From an optimization exercise on the open Yosys and OpenROAD flow, aimed at small area; shortcuts taken in it are not production practice.
The RTL was checked by simulation tests, not by an equivalence proof against the original design.
Power and IR drop assume default switching activity.

File: config.mk
export PLATFORM = sky130hd
export DESIGN_NAME = pulse_top
export DESIGN_NICKNAME = pulse_top
export VERILOG_FILES = /design/flow/design.v
export SDC_FILE = /design/flow/constraint.sdc
export NUM_CORES = 4
export LEC_CHECK = 0
export CAP_MARGIN = 20
export CORE_MARGIN = 2
export CORE_UTILIZATION = 40
export SLEW_MARGIN = 20
File: constraint.sdc
create_clock -name core_clock -period 10.0 [get_ports {clk}]
set_input_delay 2.0000 -clock core_clock [delete_from_list [all_inputs] [get_ports {clk}]]
set_output_delay 2.0000 -clock core_clock [all_outputs]
set_load 0.01 [all_outputs]
File: design.v
package pulse_pkg;
	typedef logic [24-1:0]      period_t;       
	typedef logic [16-1:0]        pulse_time_t;   
	typedef logic [8-1:0]   nut_width_t;
	typedef logic [8-1:0]       pulse_count_t;  
	typedef logic [8-1:0] blank_delay_t;
	typedef enum logic {
		MODE_CW,
		MODE_ECHO
	} seq_mode_t;
	typedef enum logic [1:0] {
		TR_PUMP,
		TR_GAP,
		TR_PI,
		TR_DONE
	} train_state_t;
	typedef enum logic {
		LD_IDLE,
		LD_ACK
	} load_state_t;
endpackage
`timescale 1ns/1ns
module param_loader (
	input  logic         clk,
	input  logic         reset,
	input  logic         load_req,      
	input  pulse_pkg::period_t      period,
	input  pulse_pkg::pulse_time_t  pump_width,
	input  pulse_pkg::pulse_time_t  pi_delay,
	input  pulse_pkg::pulse_time_t  pi_width,
	input  pulse_pkg::pulse_time_t  nut_delay,
	input  pulse_pkg::nut_width_t   nut_width,
	input  pulse_pkg::pulse_count_t pi_count,
	input  pulse_pkg::blank_delay_t blank_delay,
	input  pulse_pkg::pulse_time_t  blank_width,
	input  logic         pump_en,
	input  logic         nut_en,
	input  logic         blank_en,
	input  logic         period_start,  
	output logic         load_ack,
	output pulse_pkg::period_t      act_period,
	output pulse_pkg::pulse_time_t  act_pump_width,
	output pulse_pkg::pulse_time_t  act_pi_delay,
	output pulse_pkg::pulse_time_t  act_pi_width,
	output pulse_pkg::pulse_time_t  act_nut_delay,
	output pulse_pkg::nut_width_t   act_nut_width,
	output pulse_pkg::pulse_count_t act_pi_count,
	output pulse_pkg::blank_delay_t act_blank_delay,
	output pulse_pkg::pulse_time_t  act_blank_width,
	output logic         act_pump_en,
	output logic         act_nut_en,
	output logic         act_blank_en
);
	pulse_pkg::load_state_t  ld_state;
	logic         req_s1;    
	logic         req_s2;
	logic         pending;   
	logic         capture;
	pulse_pkg::period_t      sh_period;
	pulse_pkg::pulse_time_t  sh_pump_width;
	pulse_pkg::pulse_time_t  sh_pi_delay;
	pulse_pkg::pulse_time_t  sh_pi_width;
	pulse_pkg::pulse_time_t  sh_nut_delay;
	pulse_pkg::nut_width_t   sh_nut_width;
	pulse_pkg::pulse_count_t sh_pi_count;
	pulse_pkg::blank_delay_t sh_blank_delay;
	pulse_pkg::pulse_time_t  sh_blank_width;
	logic         sh_pump_en;
	logic         sh_nut_en;
	logic         sh_blank_en;
	assign capture  = (ld_state == pulse_pkg::LD_IDLE) && req_s2;
	assign load_ack = (ld_state == pulse_pkg::LD_ACK);   
	always_ff @(posedge clk) begin
		if (reset) begin
			req_s1   <= 1'b0;
			req_s2   <= 1'b0;
			ld_state <= pulse_pkg::LD_IDLE;
		end else begin
			req_s1 <= load_req;
			req_s2 <= req_s1;
			case (ld_state)
				pulse_pkg::LD_IDLE: begin
					if (req_s2) begin
						ld_state <= pulse_pkg::LD_ACK;
					end
				end
				default: begin
					if (!req_s2) begin   
						ld_state <= pulse_pkg::LD_IDLE;
					end
				end
			endcase
		end
	end
	always_ff @(posedge clk) begin
		if (capture) begin
			sh_period      <= period;
			sh_pump_width  <= pump_width;
			sh_pi_delay    <= pi_delay;
			sh_pi_width    <= pi_width;
			sh_nut_delay   <= nut_delay;
			sh_nut_width   <= nut_width;
			sh_pi_count    <= pi_count;
			sh_blank_delay <= blank_delay;
			sh_blank_width <= blank_width;
			sh_pump_en     <= pump_en;
			sh_nut_en      <= nut_en;
			sh_blank_en    <= blank_en;
		end
	end
	always_ff @(posedge clk) begin
		if (reset) begin
			pending         <= 1'b0;
			act_period      <= pulse_pkg::period_t'(2000);
			act_pump_width  <= pulse_pkg::pulse_time_t'(30);
			act_pi_delay    <= pulse_pkg::pulse_time_t'(200);
			act_pi_width    <= pulse_pkg::pulse_time_t'(30);
			act_nut_delay   <= pulse_pkg::pulse_time_t'(300);
			act_nut_width   <= pulse_pkg::nut_width_t'(50);
			act_pi_count    <= pulse_pkg::pulse_count_t'(1);
			act_blank_delay <= pulse_pkg::blank_delay_t'(50);
			act_blank_width <= pulse_pkg::pulse_time_t'(100);
			act_pump_en     <= 1'b1;
			act_nut_en      <= 1'b0;
			act_blank_en    <= 1'b1;
		end else begin
			if (period_start && pending) begin   
				act_period      <= sh_period;
				act_pump_width  <= sh_pump_width;
				act_pi_delay    <= sh_pi_delay;
				act_pi_width    <= sh_pi_width;
				act_nut_delay   <= sh_nut_delay;
				act_nut_width   <= sh_nut_width;
				act_pi_count    <= sh_pi_count;
				act_blank_delay <= sh_blank_delay;
				act_blank_width <= sh_blank_width;
				act_pump_en     <= sh_pump_en;
				act_nut_en      <= sh_nut_en;
				act_blank_en    <= sh_blank_en;
			end
			if (capture) begin
				pending <= 1'b1;
			end else if (period_start) begin
				pending <= 1'b0;
			end
		end
	end
endmodule
`timescale 1ns/1ns
module period_timer (
	input  logic    clk,
	input  logic    reset,
	input  pulse_pkg::period_t period,         
	output pulse_pkg::period_t phase,
	output logic    period_start    
);
	assign period_start = (phase >= period);
	always_ff @(posedge clk) begin
		if (reset) begin
			phase <= '0;
		end else if (period_start) begin
			phase <= '0;   
		end else begin
			phase <= phase + 1'b1;
		end
	end
endmodule
`timescale 1ns/1ns
module echo_sequencer (
	input  logic         clk,
	input  logic         reset,
	input  pulse_pkg::period_t      phase,
	input  pulse_pkg::pulse_time_t  pump_width,    
	input  pulse_pkg::pulse_time_t  pi_delay,      
	input  pulse_pkg::pulse_time_t  pi_width,      
	input  pulse_pkg::blank_delay_t blank_delay,   
	input  pulse_pkg::pulse_time_t  blank_width,   
	input  pulse_pkg::pulse_count_t pi_count,      
	input  logic         pump_en,
	input  logic         blank_en,
	output logic         seq_pulse,
	output logic         seq_sync,
	output logic         seq_inhib
);
	pulse_pkg::seq_mode_t    mode;
	pulse_pkg::train_state_t state;
	pulse_pkg::pulse_count_t pi_idx;        
	pulse_pkg::pulse_count_t blk_idx;       
	pulse_pkg::pulse_count_t last_idx;
	logic         blk_run;       
	pulse_pkg::period_t      pi_start;      
	pulse_pkg::period_t      pi_end;
	pulse_pkg::period_t      blk_start;
	pulse_pkg::period_t      blk_end;
	pulse_pkg::period_t      pump_end;
	pulse_pkg::period_t      step;          
	pulse_pkg::period_t      first_start;
	pulse_pkg::period_t      first_end;
	pulse_pkg::period_t      first_blk_start;
	pulse_pkg::period_t      first_blk_end;
	logic         pump_hit;
	logic         pi_hit;
	logic         blk_hit;
	logic         pi_done;       
	logic         blk_done;
	logic         at_last_end;
	logic         pulse_nx;
	logic         sync_nx;
	logic         inhib_nx;
	assign mode     = (pi_count == '0) ? pulse_pkg::MODE_CW : pulse_pkg::MODE_ECHO;
	assign last_idx = pi_count - 1'b1;
	assign pump_end        = pulse_pkg::period_t'(pump_width);
	assign step            = pulse_pkg::period_t'(pi_width) + (pulse_pkg::period_t'(pi_delay) << 1);
	assign first_start     = pump_end + pulse_pkg::period_t'(pi_delay);
	assign first_end       = first_start + pulse_pkg::period_t'(pi_width);
	assign first_blk_start = first_end + pulse_pkg::period_t'(blank_delay);
	assign first_blk_end   = first_blk_start + pulse_pkg::period_t'(blank_width);
	assign pump_hit    = (state == pulse_pkg::TR_PUMP) && pump_en && (phase < pump_end);
	assign pi_hit      = (state != pulse_pkg::TR_DONE) && (phase >= pi_start) && (phase < pi_end);
	assign blk_hit     = blk_run && (phase >= blk_start) && (phase < blk_end);
	assign pi_done     = (state != pulse_pkg::TR_DONE) && (phase == pi_end);
	assign blk_done    = blk_run && (phase == blk_end);
	assign at_last_end = pi_done && (pi_idx == last_idx);   
	always_comb begin
		if (mode == pulse_pkg::MODE_CW) begin
			pulse_nx = 1'b1;   
			sync_nx  = 1'b0;
			inhib_nx = 1'b0;
		end else if (phase == '0) begin
			pulse_nx = pump_en && (pump_width != '0);
			sync_nx  = 1'b1;
			inhib_nx = blank_en;
		end else begin
			pulse_nx = pump_hit || pi_hit;
			sync_nx  = (state != pulse_pkg::TR_DONE) && !at_last_end;
			inhib_nx = blank_en && !blk_hit;   
		end
	end
	always_ff @(posedge clk) begin
		if (reset) begin
			state   <= pulse_pkg::TR_DONE;
			pi_idx  <= '0;
			blk_idx <= '0;
			blk_run <= 1'b0;
		end else if (phase == '0) begin
			state   <= (mode == pulse_pkg::MODE_ECHO) ? pulse_pkg::TR_PUMP : pulse_pkg::TR_DONE;
			pi_idx  <= '0;
			blk_idx <= '0;
			blk_run <= (mode == pulse_pkg::MODE_ECHO);
		end else begin
			if (pi_done) begin
				pi_idx <= pi_idx + 1'b1;
				state  <= at_last_end ? pulse_pkg::TR_DONE : pulse_pkg::TR_GAP;
			end else begin
				case (state)
					pulse_pkg::TR_PUMP: begin
						if (phase >= pump_end) begin
							state <= pulse_pkg::TR_GAP;
						end
					end
					pulse_pkg::TR_GAP: begin
						if (phase >= pi_start) begin   
							state <= pulse_pkg::TR_PI;
						end
					end
					default: begin
						state <= state;   
					end
				endcase
			end
			if (blk_done) begin
				blk_idx <= blk_idx + 1'b1;
				blk_run <= (blk_idx != last_idx);
			end
		end
	end
	always_ff @(posedge clk) begin
		if (phase == '0) begin
			pi_start  <= first_start;
			pi_end    <= first_end;
			blk_start <= first_blk_start;
			blk_end   <= first_blk_end;
		end else begin
			if (pi_done) begin
				pi_start <= pi_start + step;
				pi_end   <= pi_end + step;
			end
			if (blk_done) begin
				blk_start <= blk_start + step;
				blk_end   <= blk_end + step;
			end
		end
	end
	always_ff @(posedge clk) begin
		if (reset) begin
			seq_pulse <= 1'b0;
			seq_sync  <= 1'b0;
			seq_inhib <= 1'b0;
		end else begin
			seq_pulse <= pulse_nx;
			seq_sync  <= sync_nx;
			seq_inhib <= inhib_nx;
		end
	end
endmodule
`timescale 1ns/1ns
module nutation_gate (
	input  logic        clk,
	input  logic        reset,
	input  pulse_pkg::period_t     phase,
	input  pulse_pkg::period_t     period,
	input  logic        nut_en,
	input  pulse_pkg::pulse_time_t nut_delay,   
	input  pulse_pkg::nut_width_t  nut_width,
	input  logic        seq_pulse,   
	input  logic        seq_sync,
	input  logic        seq_inhib,
	output logic        pulse_on,
	output logic        sync_on,
	output logic        inhib
);
	pulse_pkg::period_t nut_start;
	pulse_pkg::period_t nut_stop;
	logic    nut_win;    
	always_ff @(posedge clk) begin
		nut_start <= period - pulse_pkg::period_t'(nut_delay) - pulse_pkg::period_t'(nut_width);
		nut_stop  <= period - pulse_pkg::period_t'(nut_delay);
	end
	always_ff @(posedge clk) begin
		if (reset) begin
			nut_win  <= 1'b0;
			pulse_on <= 1'b0;
			sync_on  <= 1'b0;
			inhib    <= 1'b0;
		end else begin
			nut_win  <= nut_en && (phase >= nut_start) && (phase < nut_stop);
			pulse_on <= seq_pulse || nut_win;   
			sync_on  <= seq_sync;
			inhib    <= seq_inhib;
		end
	end
endmodule
`timescale 1ns/1ns
module pulse_top (
	input  logic         clk,
	input  logic         reset,
	input  logic         load_req,
	output logic         load_ack,
	input  pulse_pkg::period_t      period,
	input  pulse_pkg::pulse_time_t  pump_width,
	input  pulse_pkg::pulse_time_t  pi_delay,
	input  pulse_pkg::pulse_time_t  pi_width,
	input  pulse_pkg::pulse_time_t  nut_delay,
	input  pulse_pkg::nut_width_t   nut_width,
	input  pulse_pkg::pulse_count_t pi_count,
	input  pulse_pkg::blank_delay_t blank_delay,
	input  pulse_pkg::pulse_time_t  blank_width,
	input  logic         pump_en,
	input  logic         nut_en,
	input  logic         blank_en,
	output logic         sync_on,    
	output logic         pulse_on,   
	output logic         inhib       
);
	pulse_pkg::period_t      act_period;
	pulse_pkg::pulse_time_t  act_pump_width;
	pulse_pkg::pulse_time_t  act_pi_delay;
	pulse_pkg::pulse_time_t  act_pi_width;
	pulse_pkg::pulse_time_t  act_nut_delay;
	pulse_pkg::nut_width_t   act_nut_width;
	pulse_pkg::pulse_count_t act_pi_count;
	pulse_pkg::blank_delay_t act_blank_delay;
	pulse_pkg::pulse_time_t  act_blank_width;
	logic         act_pump_en;
	logic         act_nut_en;
	logic         act_blank_en;
	pulse_pkg::period_t      phase;
	logic         period_start;
	logic         seq_pulse;
	logic         seq_sync;
	logic         seq_inhib;
	param_loader u_loader (
		.clk(clk),
		.reset(reset),
		.load_req(load_req),
		.period(period),
		.pump_width(pump_width),
		.pi_delay(pi_delay),
		.pi_width(pi_width),
		.nut_delay(nut_delay),
		.nut_width(nut_width),
		.pi_count(pi_count),
		.blank_delay(blank_delay),
		.blank_width(blank_width),
		.pump_en(pump_en),
		.nut_en(nut_en),
		.blank_en(blank_en),
		.period_start(period_start),
		.load_ack(load_ack),
		.act_period(act_period),
		.act_pump_width(act_pump_width),
		.act_pi_delay(act_pi_delay),
		.act_pi_width(act_pi_width),
		.act_nut_delay(act_nut_delay),
		.act_nut_width(act_nut_width),
		.act_pi_count(act_pi_count),
		.act_blank_delay(act_blank_delay),
		.act_blank_width(act_blank_width),
		.act_pump_en(act_pump_en),
		.act_nut_en(act_nut_en),
		.act_blank_en(act_blank_en)
	);
	period_timer u_timer (
		.clk(clk),
		.reset(reset),
		.period(act_period),
		.phase(phase),
		.period_start(period_start)
	);
	echo_sequencer u_seq (
		.clk(clk),
		.reset(reset),
		.phase(phase),
		.pump_width(act_pump_width),
		.pi_delay(act_pi_delay),
		.pi_width(act_pi_width),
		.blank_delay(act_blank_delay),
		.blank_width(act_blank_width),
		.pi_count(act_pi_count),
		.pump_en(act_pump_en),
		.blank_en(act_blank_en),
		.seq_pulse(seq_pulse),
		.seq_sync(seq_sync),
		.seq_inhib(seq_inhib)
	);
	nutation_gate u_gate (
		.clk(clk),
		.reset(reset),
		.phase(phase),
		.period(act_period),
		.nut_en(act_nut_en),
		.nut_delay(act_nut_delay),
		.nut_width(act_nut_width),
		.seq_pulse(seq_pulse),
		.seq_sync(seq_sync),
		.seq_inhib(seq_inhib),
		.pulse_on(pulse_on),
		.sync_on(sync_on),
		.inhib(inhib)
	);
endmodule
File: run.sh
#!/bin/bash
# synth_recipe.tcl (not shown) runs the flow's synth.tcl, then flattens the netlist and writes it again
# the make line also repeats each setting of config.mk as NAME=value (left out here)
make -C /OpenROAD-flow-scripts/flow DESIGN_CONFIG=/design/flow/config.mk WORK_HOME=/design/flow/orfs CLKGATE_MAP_FILE= SYNTH_SCRIPT=/design/flow/synth_recipe.tcl finish
==> run_results.csv <==
group,metric,value,unit
status,status,"no timing/DRC/antenna violations",
clock_tree,hold_buffers,0,
sta,timing.slew.headroom,0.283,
synthesis,yosysWarningCount,4,
synthesis,syn_area_per_cell,9.67,µm²
synthesis,synth_edf_count,227,
clock_tree,cts.sinks,460,
critical_path,startpoint_type,"flop",
synthesis,synth-seq-cells,460,
routing,ant_nets,0,
critical_path,cp_slowest_cell,"fa_1",
layout,final_util,0.470,
placed_design,dpl.hpwl,59000,µm
clock_tree,cts-buffers-inserted,53,
synthesis,async_flop_share,0,
critical_path,cpMostUsedCell,"ha_1",
global_routing,grt_pass1_wl,121000,µm
critical_path,slowest_delay,0.41,ns
synthesis,yosysSeqAreaShare,0.403,
global_routing,antenna_found_initial,1,
layout,regArea,11500,µm²
routing,viasPerCell,5.30,
layout,drive_above_1_share,0.0493,
die,start_util,0.406,
layout,fillCellCount,6475,
global_routing,gr-total-overflow,0,
synthesis,synth_xor_xnor_area_share,0.0740,
synthesis,synthDistinctLibCells,80,
clock_tree,cts_tree,"yes",
clock_tree,clock_path_buffers,3,
sta,max_freq,0.154,GHz
routing,drt_iter0_markers,1441,
clock_tree,insertion_delay,0.63,ns
synthesis,yosysTopAreaCellShare,0.239,
sta,rsz0062_at_grt,"no",
die,rows,97,
critical_path,crit_path_end_kind,"flop",
placed_design,placed_cell_area,31100,µm²
synthesis,yosys.area_share.simple,0.133,
sta,fin_crit,6.50,ns
clock_tree,clkTransAtPathRegs,0.06,ns
critical_path,path_class,"reg -> reg",
clock_tree,post_cts.repair.setup_buffers,0,
clock_tree,cts_resized,0,
sta,hold_viol_final,0,
critical_path,required,10.46,ns
routing,drc,0,
flow_run,maxCapViolCount,0,
critical_path,worst_path_dominant_cell_family,"compound AO/OA/AOI/OAI gates",
synthesis,synthTopCellsByArea,"edfxtp_1 (24%), dfxtp_1 (16%), ha_1 (16%)",
clock_tree,htreeDepth,2,
die,coreArea,70300,µm²
routing,first_pass_iters,5,
layout,final_common_cell,"ha_1",
layout,final_cell_mix,"ha_1 (359), nor2_1 (312), inv_1 (272), dfxtp_1 (233), edfxtp_1 (227)",
sta,slew_viol_final,0,
worst_hold_path,min_path_type,"reg -> reg",
layout,multi_input_comb_area,15800,µm²
synthesis,synthMuxAreaShare,0.0481,
sta,min_period_over_period,0.650,
pwr,power.leakage,15.2,nW
critical_path,cp_max_fo,6,
layout,fin_nets,3625,
synthesis,syn_nets,3452,
layout,area_growth,15.8,%
layout,instances_no_fill,4107,
global_routing,grtUsageTotal,0.209,
sta,setup_ws,3.50,ns
global_routing,grt_pass1_vias,21500,
sta,skew,0.0346,ns
layout,finalInstanceArea,33000,µm²
synthesis,synthesis.area,28500,µm²
die,die_w,271,µm
pwr,irDropWorstVdd,0.128,mV
global_routing,grt_max_degree,84,
placed_design,gp_congestion,0.894,
pwr,power-per-cell-area,152,nW/µm²
clock_tree,cts_root_buf,"clkbuf_16",
sta,setup_violations,0,
synthesis,synth_compound_area_frac,0.133,
synthesis,yosys.area.top_type,"edfxtp_1",
routing,wire_per_inst,18.8,µm
die,dieArea,73400,µm²
sta,finalSetupTns,0,ns
pwr,power,5.03,mW
synthesis,synth_fa_ha_area_frac,0.165,
critical_path,crit_buf_inv,1,
routing,vias,21800,
die,io-pin-count,138,
synthesis,synth_cells,2948,
placed_design,io_buffers,137,
placed_design,preCtsSetupSlack,3.68,ns
sta,worst_pin_slew,1.07,ns
routing,drt_wl_total,77400,µm
sta,whs,0.438,ns
placed_design,dpl.cell_count,4006,
die,die_h,271,µm
synthesis,synth_top_family_by_area,"adder cells",
critical_path,cp.arrival,6.96,ns
synthesis,synthFlopType,"dfxtp_1",
==> final timing paths <==
kind | cells after the start | slack, ns | to | startpoint
max | 28 | 3.50 | u_seq.blk_end[17] | u_loader.act_pump_width[0]
min | 1 | 0.44 | u_gate.inhib | u_seq.seq_inhib
max reg2reg | 28 | 3.50 | u_seq.blk_end[17] | u_loader.act_pump_width[0]
min reg2reg | 1 | 0.44 | u_gate.inhib | u_seq.seq_inhib
==> state kept, by name (all words and copies together), names as in the netlist, 24 cells and up <==
| name | cells |
|---|---|
| u_gate.nut_start | 24 |
| u_gate.nut_stop | 24 |
| u_loader.act_period | 24 |
| u_loader.sh_period | 24 |
| u_seq.blk_end | 24 |
| u_seq.blk_start | 24 |
| u_seq.pi_end | 24 |
| u_seq.pi_start | 24 |
| u_timer.phase | 24 |
==> cell type report <==
class | instances | share of cell area
Antenna cell | 1 | 0.0000758
Clock buffer | 76 | 0.0471
Clock inverter | 24 | 0.00962
Inverter | 274 | 0.0311
Multi-Input combinational cell | 2158 | 0.479
Sequential cell | 460 | 0.348
Tap cell | 940 | 0.0356
Timing Repair Buffer | 174 | 0.0500
==> logic make-up after synthesis <==
| family | count (synthesis) |
|---|---|
| adders and majority gates | 370 |
| xor gates and xnor gates | 240 |
| muxes | 137 |
| and+or+nand+nor | 820 |
| AOI/OAI and AO/OA | 591 |
| DFF | 460 |
| buffers and inverters | 330 |
==> report_power, final <==
group	switching [mW]	total, mW	internal [mW]	leakage (nW)
Sequential	0.0638	2.19	2.12	4.04
Combinational	0.455	0.779	0.324	10.3
Clock	0.841	2.06	1.22	0.911
==> routing by layer <==
| metal | routed length (µm) | vias up | GRT usage |
|---|---|---|---|
| li1 | - | 10800 | - |
| met1 | 36800 | 10300 | 0.286 |
| met2 | 34800 | 476 | 0.342 |
| met3 | 3340 | 135 | 0.0250 |
| met4 | 2390 | 0 | 0.0694 |
| met5 | 0 | - | 0 |
==> synthesized netlist by cell type, drive strengths merged, types with 24 or more instances <==
cell type and instances:
clkbuf 45, nand2 185, nand3 55, o21ai 132
nor2 312, and3 24, a21oi 179, o21a 28
xnor2 143, a21o 88, nor2b 43, xor2 97
nor3 50, ha 359, edfxtp 227, mux2i 136
inv 273, nand4 48, nand2b 32, dfxtp 233
==> worst register-to-register path, delay by kind of cell (launching register included) <==
family	cells	cell delay, ns
AO/OA/AOI/OAI	10	2.32
buffers and inverters	1	0.06
AND/OR/NAND/NOR	9	1.75
adder cells (fa/ha/maj)	5	1.46
XOR/XNOR	3	0.35
flip-flops	1	0.39

==> port drivers added, routing unchanged <==
The results above use ideal ports. As a check the final layout listed here was re-extracted and re-timed, cells and wires unchanged. Step 1, drivers: a clkbuf_16 drives clk and a buf_2 each remaining input, both assumed. Step 2 also shifts input and output timing later by t, the mid clock arrival at the registers, as if the neighbouring blocks saw the same clock. a / b / c = ideal / step 1 / step 2; a / b = the first two.
t (ns): 0.673
setup slack, ns: 3.500 / 3.500 / 3.500
worst data-port slew with drivers (ns): 0.08
After both steps this run still meets setup and hold. For this run, drivers alone change the setup slack by 0.000 ns; drivers and shift together by 0.000 ns.
